From an optimization exercise on the open Yosys and OpenROAD flow, aimed at small area, a short achievable clock period and few clock cycles per item; shortcuts taken in it are not production practice. In this exercise RTL edits were held to simulation tests only and were not proved equivalent to the original. No activity file was given, so power comes from the tool's default toggle rates.

## P
## video_pad_crop_filter
module video_pad_crop_filter #(
  parameter int CHUNK_BITS         = 5,
  parameter int HACTIVE_BITS       = 11,
  parameter int VACTIVE_BITS       = 11,
  parameter int BITS_PER_PIXEL     = 16,
  parameter int REQ_FIFO_ADDR_BITS = HACTIVE_BITS - CHUNK_BITS,
  parameter int PIX_FIFO_ADDR_BITS = CHUNK_BITS + 1
) (
  input  logic                                        scalerClock,
  input  logic                                        reset,
  input  logic                                        bypass,
  input  logic [VACTIVE_BITS-1:0]                     padTopRows,
  input  logic [HACTIVE_BITS-CHUNK_BITS-1:0]          padLeftChunks,
  input  logic [VACTIVE_BITS-1:0]                     sourceRows,
  input  logic [HACTIVE_BITS-CHUNK_BITS-1:0]          sourceChunks,
  input  logic [BITS_PER_PIXEL-1:0]                   padColor,
  output logic                                        downstreamRequestFifoReadEnable,
  input  logic                                        downstreamRequestFifoEmpty,
  input  logic [VACTIVE_BITS+HACTIVE_BITS-CHUNK_BITS-1:0] downstreamRequestFifoReadData,
  output logic                                        downstreamResponseFifoWriteEnable,
  input  logic                                        downstreamResponseFifoFull,
  output logic [BITS_PER_PIXEL-1:0]                   downstreamResponseFifoWriteData,
  input  logic                                        upstreamRequestFifoReadEnable,
  output logic                                        upstreamRequestFifoEmpty,
  output logic [VACTIVE_BITS+HACTIVE_BITS-CHUNK_BITS-1:0] upstreamRequestFifoReadData,
  input  logic                                        upstreamResponseFifoWriteEnable,
  output logic                                        upstreamResponseFifoFull,
  input  logic [BITS_PER_PIXEL-1:0]                   upstreamResponseFifoWriteData
);
Settings: LEC_CHECK=0, CAP_MARGIN=20, CORE_MARGIN=2, CORE_UTILIZATION=40, CTS_CLUSTER_DIAMETER=100, CTS_CLUSTER_SIZE=26, SETUP_SLACK_MARGIN=2.5, SLEW_MARGIN=20; clock period 5.0 ns.
run.sh (not shown) runs the stock make flow with config.mk's settings and CLKGATE_MAP_FILE= SYNTH_SCRIPT=/design/flow/synth_recipe.tcl, a recipe that flattens the netlist after the stock synthesis.
Every stage of the flow completed for P, and the final layout passed the timing, design-rule and antenna checks.
Testbench counts of P, summed over its fixed seeds: cycles 37,036, pixels 36,864.
Modified inputs, Q compared to P
# P
export LEC_CHECK = 0
export CAP_MARGIN = 20
export CORE_MARGIN = 2
export CORE_UTILIZATION = 40
export CTS_CLUSTER_DIAMETER = 100
export CTS_CLUSTER_SIZE = 26
export SETUP_SLACK_MARGIN = 2.5
export SLEW_MARGIN = 20
create_clock -name core_clock -period 5.0 [get_ports {scalerClock}]
# Q
export LEC_CHECK = 0
export CAP_MARGIN = 20
export CORE_MARGIN = 2
export CORE_UTILIZATION = 50
export CTS_CLUSTER_DIAMETER = 100
export CTS_CLUSTER_SIZE = 26
export PLACE_DENSITY = 0.65
export SETUP_SLACK_MARGIN = 2.5
export SLEW_MARGIN = 20
create_clock -name core_clock -period 5.0 [get_ports {scalerClock}]
### Flow results
The die of Q is smaller than the one used in P.
In Q, first-pass GRT wire length is lower than in P.
Q finished all stages; the layout is clean.
Diff P -> Q: met3 demand-to-capacity share in global routing picked up an extra 0.28 points, synthesis-to-finish area growth lost 0.78 points, clock-buffer cell count lost about 3%, sequential share of layout area picked up an extra 0.51 points, worst ir drop on vdd neither gained nor lost much.
What R does differently from Q at the input level:
# Q
export LEC_CHECK = 0
export CAP_MARGIN = 20
export CORE_MARGIN = 2
export CORE_UTILIZATION = 50
export CTS_CLUSTER_DIAMETER = 100
export CTS_CLUSTER_SIZE = 26
export PLACE_DENSITY = 0.65
export SETUP_SLACK_MARGIN = 2.5
export SLEW_MARGIN = 20
create_clock -name core_clock -period 5.0 [get_ports {scalerClock}]
# R
export LEC_CHECK = 0
export CAP_MARGIN = 20
export CORE_MARGIN = 2
export CORE_UTILIZATION = 50
export CTS_CLUSTER_DIAMETER = 100
export CTS_CLUSTER_SIZE = 30
export PLACE_DENSITY = 0.65
export SETUP_SLACK_MARGIN = 2.5
export SLEW_MARGIN = 20
create_clock -name core_clock -period 5.0 [get_ports {scalerClock}]
Delta (R minus Q): final area comparable; critical path depth comparable; sequential share of cell area comparable; reported net switching power now smaller; power in combinational cells comparable.
R against Q: total power consumption of the routed design decreased by 340 uW relative to the old numbers; post-layout worst setup margin increased by 28 ps relative to the old numbers.
#### Input delta (S over R)
# R
export LEC_CHECK = 0
export CAP_MARGIN = 20
export CORE_MARGIN = 2
export CORE_UTILIZATION = 50
export CTS_CLUSTER_DIAMETER = 100
export CTS_CLUSTER_SIZE = 30
export PLACE_DENSITY = 0.65
export SETUP_SLACK_MARGIN = 2.5
export SLEW_MARGIN = 20
create_clock -name core_clock -period 5.0 [get_ports {scalerClock}]
# S
export LEC_CHECK = 0
export CAP_MARGIN = 20
export CORE_MARGIN = 2
export CORE_UTILIZATION = 45
export CTS_CLUSTER_DIAMETER = 100
export CTS_CLUSTER_SIZE = 26
export PLACE_DENSITY = 0.62
export SETUP_SLACK_MARGIN = 2.5
export SLEW_MARGIN = 20
create_clock -name core_clock -period 5.0 [get_ports {scalerClock}]
[summary]
Sort S and R by effective utilization at floorplan desc -> top: R. Synthesized cell count delta (S -> R): insignificant. From R to S the numbers moved as follows: post-synthesis to final-layout area growth shows an increase of 0.54 points; global-route usage shows a reduction of 2.4 points; wire length shows an increase of about 1.7%; static leakage shows no meaningful change. For the sequential share of layout area, S came in 0.37 points lower than R did. On global-route wire length before repair: S sits above R. S completed; timing, DRC and antenna clean.
#### Input delta (T over S)
# S
export LEC_CHECK = 0
export CAP_MARGIN = 20
export CORE_MARGIN = 2
export CORE_UTILIZATION = 45
export CTS_CLUSTER_DIAMETER = 100
export CTS_CLUSTER_SIZE = 26
export PLACE_DENSITY = 0.62
export SETUP_SLACK_MARGIN = 2.5
export SLEW_MARGIN = 20
create_clock -name core_clock -period 5.0 [get_ports {scalerClock}]
# T
export LEC_CHECK = 0
export CAP_MARGIN = 20
export CORE_MARGIN = 2
export CORE_UTILIZATION = 60
export CTS_CLUSTER_DIAMETER = 100
export CTS_CLUSTER_SIZE = 26
export PLACE_DENSITY = 0.72
export SETUP_SLACK_MARGIN = 2.5
export SLEW_MARGIN = 20
create_clock -name core_clock -period 5.0 [get_ports {scalerClock}]
Results
Both conditions hold for T: the flow ran to the end and the final layout passed the timing, design-rule and antenna checks.
S finished every stage and its layout cleared the timing, design-rule and antenna checks.
Run comparison: T path class of the lowest-slack min-delay path in -> reg; S path class of the lowest-slack min-delay path reg -> reg
Violation count after the first detailed-route iteration delta for T relative to S: about 23% higher
Any difference in data arrival time of the critical path between T and S is small enough to ignore.
Looking only at count of fill cells added during filler insertion, and setting everything else aside, the higher value of S and T goes to S.
Of S and T, the run reporting the higher final instance count without filler cells was S.
Summary — final worst setup slack, T relative to S: higher, by 4.5 ps.
Final worst-path cycle share across S and T: no real change.
Going from S to T, global-route wire length before repair moved down, endpoint required time on the critical path level, cell area moved down, wire length the detailed router placed on met1 moved down, global-route usage moved up.

[re-timing with driven ports]
How much do the figures lean on ideal ports? The routed layouts below were timed once more, with nothing changed but the port constraints. Step 1 (the two cells are an assumption about what drives the block):
set clk [get_ports {scalerClock}]
set_driving_cell -lib_cell sky130_fd_sc_hd__clkbuf_16 $clk
set_driving_cell -lib_cell sky130_fd_sc_hd__buf_2 [delete_from_list [all_inputs] $clk]
Step 2 also shifts input and output timing later by t, the mid clock arrival at the registers, as if the neighbouring blocks saw the same clock. Slacks: no drivers / after step 1 / after step 2; pairs: no drivers / after step 1.
| run | t, ns | slack for setup (ns) | clock arrival spread, ns | worst register clock-pin slew, ns |
|---|---|---|---|---|
| P | 0.891 | 2.322 / 2.239 / 1.699 | 0.048 / 0.048 | 0.11 / 0.11 |
| Q | 0.881 | 2.415 / 2.331 / 1.726 | 0.071 / 0.071 | 0.11 / 0.11 |
| R | 0.892 | 2.443 / 2.343 / 1.733 | 0.063 / 0.064 | 0.12 / 0.12 |
| S | 0.877 | 2.412 / 2.328 / 1.699 | 0.046 / 0.045 | 0.11 / 0.11 |
| T | 0.863 | 2.416 / 2.330 / 1.726 | 0.039 / 0.039 | 0.11 / 0.11 |
After both steps every run listed still meets setup and hold. The setup slack of S, which loses most, moves by -0.084 ns with the drivers and by -0.713 ns with both steps.
